Context: an optimization exercise on an open-source flow, tuned for small area and a short achievable clock period. The choices shown serve that exercise and are no tape-out recipe.
Where RTL was checked, it was by simulation tests only, not by an equivalence proof against the original.
Power is estimated from default activity; no workload was simulated.

// sa_top
module sa_top
(
    input  logic        clk,
    input  logic        arst_n_i,
    input  logic        psel,
    input  logic        penable,
    input  logic        pwrite,
    input  logic [11:0] paddr,
    input  logic [31:0] pwdata,
    output logic [31:0] prdata,
    output logic        pready,
    output logic        pslverr
);
For scale: about 4500 cells after synthesis, ~1100 flip-flops, roughly 83 I/O pins.
Settings: LEC_CHECK=0, CAP_MARGIN=20, CORE_MARGIN=2, CORE_UTILIZATION=40, SLEW_MARGIN=20; clock period 10.0 ns.
standard.sh (not shown) runs the stock make flow with config.mk's settings and CLKGATE_MAP_FILE= SYNTH_SCRIPT=/design/flow/synth_recipe.tcl, a recipe that flattens the netlist after the stock synthesis.
==> flow/flow/run.sh <==
#!/bin/bash
# Standard ORFS layout, with port buffers that can drive, free cell sizing and
# a setup margin that makes repair_timing work below the 10 ns clock.
set -e
export BUFFER_PORTS_ARGS="-buffer_cell sky130_fd_sc_hd__buf_4"
bash standard.sh MATCH_CELL_FOOTPRINT=0 SETUP_SLACK_MARGIN=6.4 finish > standard.log 2>&1
The starting point completed without violations.
Rerun with:
--- a/flow/flow/run.sh
+++ b/flow/flow/run.sh
@@ -4,3 +4,3 @@
 set -e
 export BUFFER_PORTS_ARGS="-buffer_cell sky130_fd_sc_hd__buf_4"
-bash standard.sh MATCH_CELL_FOOTPRINT=0 SETUP_SLACK_MARGIN=6.4 finish > standard.log 2>&1
+bash standard.sh MATCH_CELL_FOOTPRINT=0 SETUP_SLACK_MARGIN=6.8 finish > standard.log 2>&1
=> Global-route usage rose by 0.46 points; area after synthesis does not change; setup slack improves by 0.19 ns; die area is unchanged; wire length rose by 3.7%; clock power rose by 5.3%.
No functional check of the RTL was part of any run of this note.

---

Another version of the RTL of sa_top (not shown whole).
Size: ~4,800 cells after synthesis, about 0.056 mm2 of cells after synthesis.
clock: 10.0 ns
lec_check: 0
cap_margin: 20
core_margin: 2
core_utilization: 40
slew_margin: 20
==> flow/flow/run.sh <==
#!/bin/bash
# Standard ORFS layout, with port buffers that can drive, free cell sizing and
# a setup margin that makes repair_timing work below the 10 ns clock.
set -e
export BUFFER_PORTS_ARGS="-buffer_cell sky130_fd_sc_hd__buf_4"
bash standard.sh MATCH_CELL_FOOTPRINT=0 SETUP_SLACK_MARGIN=6.8 finish > standard.log 2>&1
The starting point passed the timing, design-rule and antenna checks.
Rerun with:
- CTS_CLUSTER_DIAMETER: default -> 60
- CTS_CLUSTER_SIZE: default -> 30
=> Worst setup slack got worse by 33 ps. Cell count came out lower by 1.1%. Global-route usage is lower by 0.47 points. Synthesized area does not change.

---

Another version of the RTL of sa_top (not shown whole).
For scale: about 4800 cells after synthesis, about 1200 flip-flops, about 83 I/O pins, roughly 56000 sq um of cells after synthesis.
Design sa_top, start of the top module:
module sa_top
(
    input  logic        clk,
    input  logic        arst_n_i,
    input  logic        psel,
    input  logic        penable,
    input  logic        pwrite,
    input  logic [11:0] paddr,
    input  logic [31:0] pwdata,
    output logic [31:0] prdata,
    output logic        pready,
    output logic        pslverr
);
==> flow/config.mk <==
export PLATFORM = sky130hd
export DESIGN_NAME = sa_top
export DESIGN_NICKNAME = sa_top
export VERILOG_FILES = /design/flow/design.v
export SDC_FILE = /design/flow/constraint.sdc
export NUM_CORES = 4
export LEC_CHECK = 0
export CAP_MARGIN = 20
export CORE_MARGIN = 2
export CORE_UTILIZATION = 55
export CTS_CLUSTER_DIAMETER = 60
export CTS_CLUSTER_SIZE = 30
export SLEW_MARGIN = 20
export TNS_END_PERCENT = 20
==> flow/constraint.sdc <==
create_clock -name core_clock -period 10.0 [get_ports {clk}]
set_input_delay 2.0000 -clock core_clock [delete_from_list [all_inputs] [get_ports {clk}]]
set_output_delay 2.0000 -clock core_clock [all_outputs]
set_load 0.01 [all_outputs]
==> flow/flow/run.sh <==
#!/bin/bash
# Standard ORFS layout, with port buffers that can drive, free cell sizing and
# a setup margin that makes repair_timing work below the 10 ns clock.
set -e
export BUFFER_PORTS_ARGS="-buffer_cell sky130_fd_sc_hd__buf_4"
bash standard.sh MATCH_CELL_FOOTPRINT=0 SETUP_SLACK_MARGIN=7.2 finish > standard.log 2>&1
Then changed:
Settings changed: CTS_CLUSTER_DIAMETER 60 to 80, CTS_CLUSTER_SIZE 30 to 22.
After rerunning:
- hold slack stays flat
- setup slack degrades by 38 ps
- power went down by 8.4%
- non-clock buffer count decreases by 4
- fmax went down by 1.1%
- clock skew goes down by 28 ps

---

sa_top with an RTL version that a note above also has.
For scale: about 4,800 cells after synthesis, ~1,200 flip-flops.
export LEC_CHECK = 0
export CAP_MARGIN = 20
export CORE_MARGIN = 2
export CORE_UTILIZATION = 40
export CTS_CLUSTER_DIAMETER = 60
export CTS_CLUSTER_SIZE = 30
export SLEW_MARGIN = 20
export TNS_END_PERCENT = 20
create_clock -name core_clock -period 10.0 [get_ports {clk}]
==> flow/flow/run.sh <==
#!/bin/bash
# Standard ORFS layout, with port buffers that can drive, free cell sizing and
# a setup margin that makes repair_timing work below the 10 ns clock.
set -e
export BUFFER_PORTS_ARGS="-buffer_cell sky130_fd_sc_hd__buf_4"
bash standard.sh MATCH_CELL_FOOTPRINT=0 SETUP_SLACK_MARGIN=7.0 finish > standard.log 2>&1
The first run completed without violations.
Rerun with:
--- a/flow/config.mk
+++ b/flow/config.mk
@@ -8,5 +8,5 @@
 export CAP_MARGIN = 20
 export CORE_MARGIN = 2
-export CORE_UTILIZATION = 40
+export CORE_UTILIZATION = 50
 export CTS_CLUSTER_DIAMETER = 60
 export CTS_CLUSTER_SIZE = 30
=> The changed run finished clean. Via count is higher by 3.9%. Wire length increases by 0.74%. Core utilization grows by 12 points. Synthesized area is unchanged.

[separate check: timing with driven ports]
No port has a modelled driver above. Below, the same layouts with a new extraction and two added sets of constraints. Step 1 sets driving cells, clkbuf_16 on the clock port and buf_2 on the other inputs (assumed; they add their load-dependent delay and slew). Step 2 also shifts input and output timing later by t, the mid clock arrival at the registers, as if the neighbouring blocks saw the same clock. a / b / c = ideal ports / drivers / drivers and shift; a / b = the first two.
run	t (ns)	setup WS [ns]	hold WS [ns]	worst register clock-pin slew, ns
the first run of note 1	0.817	6.415 / 6.293 / 5.476	0.384 / 0.384 / 0.384	0.07 / 0.07
the second run of note 1	0.819	6.606 / 6.340 / 5.521	0.401 / 0.401 / 0.401	0.07 / 0.07
the first run of note 2	0.849	6.484 / 6.242 / 5.393	0.388 / 0.388 / 0.388	0.07 / 0.07
the second run of note 2	0.841	6.451 / 6.316 / 5.475	0.403 / 0.403 / 0.403	0.09 / 0.09
the first run of note 3	0.800	6.518 / 6.284 / 5.484	0.408 / 0.408 / 0.408	0.11 / 0.11
the second run of note 3	0.774	6.480 / 6.238 / 5.464	0.407 / 0.407 / 0.407	0.10 / 0.10
the first run of note 4	0.844	6.451 / 6.265 / 5.421	0.405 / 0.405 / 0.405	0.11 / 0.11
the second run of note 4	0.817	6.488 / 6.299 / 5.482	0.388 / 0.388 / 0.388	0.09 / 0.09
After both steps every run listed still meets setup and hold. The setup slack of the first run of note 2, which loses most, moves by -0.242 ns with the drivers and by -1.091 ns with both steps.
